This design comes from an exercise in tuning for small area, a short achievable clock period and few clock cycles per item on the open sky130 flow, not from production work.
Where RTL was checked, it was by simulation tests only, not by an equivalence proof against the original.
Power and IR drop assume default switching activity.

Setup of old:
Design wb_stage_top, start of the top module:
module wb_stage_top (
    input  logic        clk_i,
    input  logic        rst_n_i,
    input  logic        in_req_i,
    input  logic [31:0] in_pc_i,
    input  logic [31:0] in_instr_i,
    input  logic [31:0] in_alu_result_i,
    input  logic [31:0] in_store_data_i,
    input  logic        in_rf_we_i,
    input  logic        in_mem_en_i,
    input  logic        in_mem_rw_i,
    input  logic [1:0]  in_csr_cmd_i,
    input  logic [1:0]  in_sel_wb_i,
    input  logic        in_ecall_break_i,
    input  logic        in_ex_exception_i,
    input  logic [3:0]  in_ex_xcause_i,
    input  logic [31:0] in_ex_mtval_i,
    output logic        in_ack_o,
    output logic        commit_rf_we_o,
    output logic [4:0]  commit_rd_o,
    output logic [31:0] commit_wdata_o,
    output logic        commit_exception_o,
    output logic [3:0]  commit_xcause_o,
    output logic [31:0] commit_mtval_o,
    output logic        commit_redirect_o,
    output logic [31:0] commit_redirect_pc_o,
    output logic [31:0] dbus_adr_o,
    output logic [31:0] dbus_dat_o,
    output logic [3:0]  dbus_sel_o,
    output logic        dbus_cyc_o,
    output logic        dbus_stb_o,
    output logic        dbus_we_o,
    input  logic [31:0] dbus_dat_i,
    input  logic        dbus_ack_i,
    input  logic        dbus_err_i
);
For scale: about 1500 cells after synthesis, ~160 flip-flops.
Settings: LEC_CHECK=0, CAP_MARGIN=20, CORE_MARGIN=2, CORE_UTILIZATION=55, CTS_BUF_LIST=sky130_fd_sc_hd__clkbuf_4 sky130_fd_sc_hd__clkbuf_8, PLACE_DENSITY=0.7, SETUP_SLACK_MARGIN=1.8, SLEW_MARGIN=20; clock period 4.5 ns.
standard.sh (not shown) runs the stock make flow with config.mk's settings and CLKGATE_MAP_FILE= SYNTH_SCRIPT=/design/flow/synth_recipe.tcl, a recipe that flattens the netlist after the stock synthesis.
==> flow/flow/run.sh <==
#!/bin/bash
# Standard layout, with plain buffers on the ports instead of the delay buffers
# buffer_ports picks by default.
export BUFFER_PORTS_ARGS="-buffer_cell sky130_fd_sc_hd__buf_1"
bash standard.sh > standard.log 2>&1
Changes in new relative to old:
--- a/flow/design.v
+++ b/flow/design.v
@@ -68,22 +68,22 @@
     assign mis          = (funct3_i[1:0] == 2'b01 && a[0]) || (is_word && a != 2'b00);
     assign misaligned_o = mem_en_i && !ex_exception_i && mis;
     assign bus_o        = mem_en_i && !ex_exception_i && !mis;
     assign cyc_o        = open_i && bus_o;
     assign sel_o[0] = is_word || (!a[1] && (funct3_i[0] || !a[0]));
     assign sel_o[1] = is_word || (!a[1] && (funct3_i[0] ||  a[0]));
     assign sel_o[2] = is_word || ( a[1] && (funct3_i[0] || !a[0]));
     assign sel_o[3] = is_word || ( a[1] && (funct3_i[0] ||  a[0]));
     assign dat_o[7:0]   = wdata_i[7:0];
     assign dat_o[15:8]  = a[0] ? wdata_i[7:0] : wdata_i[15:8];
-    assign dat_o[23:16] = a[1] ? wdata_i[7:0] : wdata_i[23:16];
-    assign dat_o[31:24] = a[1] ? (a[0] ? wdata_i[7:0] : wdata_i[15:8]) : wdata_i[31:24];
+    assign dat_o[23:16] = is_word ? wdata_i[23:16] : wdata_i[7:0];
+    assign dat_o[31:24] = is_word ? wdata_i[31:24] : (a[0] ? wdata_i[7:0] : wdata_i[15:8]);
     always_comb begin
         unique case (a)
             2'd0:    lane = bus_dat_i[7:0];
             2'd1:    lane = bus_dat_i[15:8];
             2'd2:    lane = bus_dat_i[23:16];
             default: lane = bus_dat_i[31:24];
         endcase
     end
     assign sgn = !funct3_i[2] && (is_byte ? lane[7] : (a[1] ? bus_dat_i[31] : bus_dat_i[15]));
     assign rdata_o[7:0]   = lane;
@@ -361,30 +361,23 @@
         .mcause_o     (mcause),
         .mtval_o      (mtval_csr),
         .mepc_o       (mepc)
     );
     assign wb_wdata = ({32{in_sel_wb_i == SEL_ALU}} & in_alu_result_i)
                     | ({32{in_sel_wb_i == SEL_LSU}} & lsu_rdata)
                     | ({32{in_sel_wb_i == SEL_PC4}} & {in_pc_i[31:2] + 30'd1, in_pc_i[1:0]})
                     | csr_rdata;
     always_ff @(posedge clk_i) begin
         if (!ack_q) begin
-            wdata_q <= wb_wdata;
-        end
-    end
-    always_ff @(posedge clk_i or negedge rst_n_i) begin
-        if (!rst_n_i) begin
-            exc_q      <= 1'b0;
-            redirect_q <= 1'b0;
-        end else if (!ack_q) begin
-            exc_q      <= exception;
-            redirect_q <= exception || mret;
+            exc_q       <= exception;
+            redirect_q  <= exception || mret;
+            wdata_q     <= wb_wdata;
         end
     end
     assign commit_rf_we_o       = in_rf_we_i && !exc_q;
     assign commit_rd_o          = in_instr_i[11:7];
     assign commit_wdata_o       = wdata_q;
     assign commit_exception_o   = exc_q;
     assign commit_xcause_o      = mcause;
     assign commit_mtval_o       = mtval_csr;
     assign commit_redirect_o    = redirect_q;
     assign commit_redirect_pc_o = exc_q ? mtvec : mepc;
==> run summary <==
- A timing startpoint of the critical path of in_alu_result_i[0] is what new shows, while in_instr_i[27] belongs to old.
- old has a higher total placed cells including tap cells than new.
- The run showing the smaller final cell count is new.
- new finished end to end and its layout was clean on timing, DRC and antenna.
- Between old and new, largest voltage drop on the vdd net is higher for new, old comes in under that.
- Final total power down about 11% in new wrt old
- Compared with old, in new met2 layer usage reported by global route moved down; data required time at the worst endpoint moved down; synthesized area moved down.
Function was not checked in any run of this note: the RTL went through the layout flow alone.


Setup of trial 30:
wb_stage_top, a different RTL version from the one above (not shown whole).
Size: ~1300 cells after synthesis, ~390 I/O pins.
clock: 4.5 ns
lec_check: 0
cap_margin: 20
core_margin: 2
core_utilization: 55
cts_buf_list: sky130_fd_sc_hd__clkbuf_4 sky130_fd_sc_hd__clkbuf_8
place_density: 0.7
setup_slack_margin: 1.8
slew_margin: 20
Scripts as last shown in full above: flow/flow/run.sh
Trial 30: no failed stages, no open violations at the end
Testbench counts of trial 30, summed over its fixed seeds: cycles 86,085, instructions 32,000.
[inputs] trial 60 vs trial 30
diff --git a/flow/design.v b/flow/design.v
--- a/flow/design.v
+++ b/flow/design.v
@@ -104,43 +104,51 @@
     input  logic [31:0] trap_pc_i,
     input  logic [3:0]  trap_cause_i,
     input  logic [3:0]  trap_mtval_sel_i,   
     input  logic [31:0] ex_mtval_i,
     input  logic [31:0] addr_val_i,
     input  logic [31:0] instr_i,
     input  logic        rd_en_i,        
+    input  logic        commit_i,       
+    input  logic        exc_i,          
     output logic [31:0] rdata_o,
     output logic        hit_o,
     output logic [31:0] mtvec_o,
     output logic [31:0] mepc_o,
     output logic [3:0]  mcause_o,
     output logic [31:0] mtval_o
 );
     logic [31:2] mtvec_q;
     logic [31:0] mscratch_q;
     logic [31:2] mepc_q;
     logic [3:0]  mcause_q;
     logic [31:0] mtval_q;
     logic        h_mtvec, h_mscratch, h_mepc, h_mcause, h_mtval;
     logic        c_wr, c_set, c_clr;
+    logic        s_mtvec, s_mscratch, s_mepc, s_mcause, s_mtval;
     assign mtvec_o    = {mtvec_q, 2'b00};
     assign mepc_o     = {mepc_q, 2'b00};
     assign mcause_o   = mcause_q;
     assign mtval_o    = mtval_q;
     assign h_mtvec    = addr_i == MTVEC;
     assign h_mscratch = addr_i == MSCRATCH;
     assign h_mepc     = addr_i == MEPC;
     assign h_mcause   = addr_i == MCAUSE;
     assign h_mtval    = addr_i == MTVAL;
     assign hit_o      = h_mtvec | h_mscratch | h_mepc | h_mcause | h_mtval;
-    assign rdata_o = ({32{rd_en_i && h_mtvec}}    & mtvec_o)
-                   | ({32{rd_en_i && h_mscratch}} & mscratch_q)
-                   | ({32{rd_en_i && h_mepc}}     & mepc_o)
-                   | ({32{rd_en_i && h_mcause}}   & {28'b0, mcause_q})
-                   | ({32{rd_en_i && h_mtval}}    & mtval_q);
+    assign s_mtvec    = commit_i ? exc_i  : rd_en_i && h_mtvec;
+    assign s_mepc     = commit_i ? !exc_i : rd_en_i && h_mepc;
+    assign s_mscratch = !commit_i && rd_en_i && h_mscratch;
+    assign s_mcause   = !commit_i && rd_en_i && h_mcause;
+    assign s_mtval    = !commit_i && rd_en_i && h_mtval;
+    assign rdata_o = ({32{s_mtvec}}    & mtvec_o)
+                   | ({32{s_mscratch}} & mscratch_q)
+                   | ({32{s_mepc}}     & mepc_o)
+                   | ({32{s_mcause}}   & {28'b0, mcause_q})
+                   | ({32{s_mtval}}    & mtval_q);
     assign c_wr  = wr_i && cmd_i == CSR_WRITE;
     assign c_set = wr_i && cmd_i == CSR_SET;
     assign c_clr = wr_i && cmd_i == CSR_CLEAR;
     function automatic logic [31:0] upd(input logic [31:0] q, input logic [31:0] w,
                                         input logic hit, input logic wr, input logic set,
                                         input logic clr);
         logic        k;
@@ -351,14 +359,16 @@
         .trap_pc_i    (in_pc_i),
         .trap_cause_i (xcause),
         .trap_mtval_sel_i (mtval_sel),
         .ex_mtval_i   (in_ex_mtval_i),
         .addr_val_i   (in_alu_result_i),
         .instr_i      (in_instr_i),
         .rd_en_i      (in_sel_wb_i == SEL_CSR),
+        .commit_i     (ack_q),
+        .exc_i        (exc_q),
         .rdata_o      (csr_rdata),
         .hit_o        (csr_hit),
         .mtvec_o      (mtvec),
         .mcause_o     (mcause),
         .mtval_o      (mtval_csr),
         .mepc_o       (mepc)
     );
@@ -376,15 +386,15 @@
     assign commit_rf_we_o       = in_rf_we_i && !exc_q;
     assign commit_rd_o          = in_instr_i[11:7];
     assign commit_wdata_o       = wdata_q;
     assign commit_exception_o   = exc_q;
     assign commit_xcause_o      = mcause;
     assign commit_mtval_o       = mtval_csr;
     assign commit_redirect_o    = redirect_q;
-    assign commit_redirect_pc_o = exc_q ? mtvec : mepc;
+    assign commit_redirect_pc_o = csr_rdata;
 endmodule
 `timescale 1ns/10ps
 module wb_stage_top (
     input  logic        clk_i,
     input  logic        rst_n_i,
     input  logic        in_req_i,
     input  logic [31:0] in_pc_i,
Findings:
Both conditions hold for trial 60: the flow ran to the end and the final layout passed the timing, design-rule and antenna checks. Trial 60 vs trial 30 — number of I/O port buffers climbed slightly. Final total power: trial 60 vs trial 30, no meaningful difference. Switching power total deteriorates in trial 60 relative to trial 30. Looking at relative area change from synthesis to final layout across trial 30 and trial 60, the one that comes out lower is trial 30. In trial 60, the fraction of power consumed by the clock network came out 2.9 points below the value in trial 30. Number of standard-cell rows in the floorplan: trial 60 vs trial 30 identical. Final setup slack of the worst path ended up 0.89 ns lower on trial 60 than on trial 30. Trial 30 has lower post-route worst hold slack than trial 60. [trial 60] number of standard cells in the layout, taps in and fillers out rose 25 relative to trial 30. Trial 60 does worse than trial 30 on static power due to leakage. Comparing trial 60 against trial 30, there is no change at all in count of unresolved DRC violations after routing. Share of the synthesized area in compound gates (AO/OA/AOI/OAI), trial 30 and trial 60: smaller value in trial 30.
For trial 60, only the layout was checked, not whether the RTL still works.

afterwards: timing with drivers on the ports:
In the flow no input, the clock included, has a driving cell. The finished layouts below were timed again as built, in two steps.
Step 1 assumes that a clkbuf_16 drives the clock port and a buf_2 every other input.
Step 2 adds t to the input delays and takes it off the output delays; t is the mean of the earliest and latest rising clock arrival at the registers after step 1. Input paths then give back, and output paths get back, about the clock's delay inside the block.
Slacks: no drivers / after step 1 / after step 2; pairs: no drivers / after step 1.
| run | t (ns) | setup WS [ns] | slew at the worst register clock pin (ns) |
|---|---|---|---|
| old | 0.534 | 1.540 / 1.551 / 1.017 | 0.11 / 0.11 |
| new | 0.540 | 1.698 / 1.654 / 1.270 | 0.11 / 0.11 |
| trial 30 | 0.524 | 1.775 / 1.739 / 1.271 | 0.11 / 0.11 |
| trial 60 | 0.523 | 0.885 / 0.835 / 0.409 | 0.11 / 0.11 |
After both steps every run listed still meets setup and hold. The setup slack of old, which loses most, moves by +0.011 ns with the drivers and by -0.523 ns with both steps.
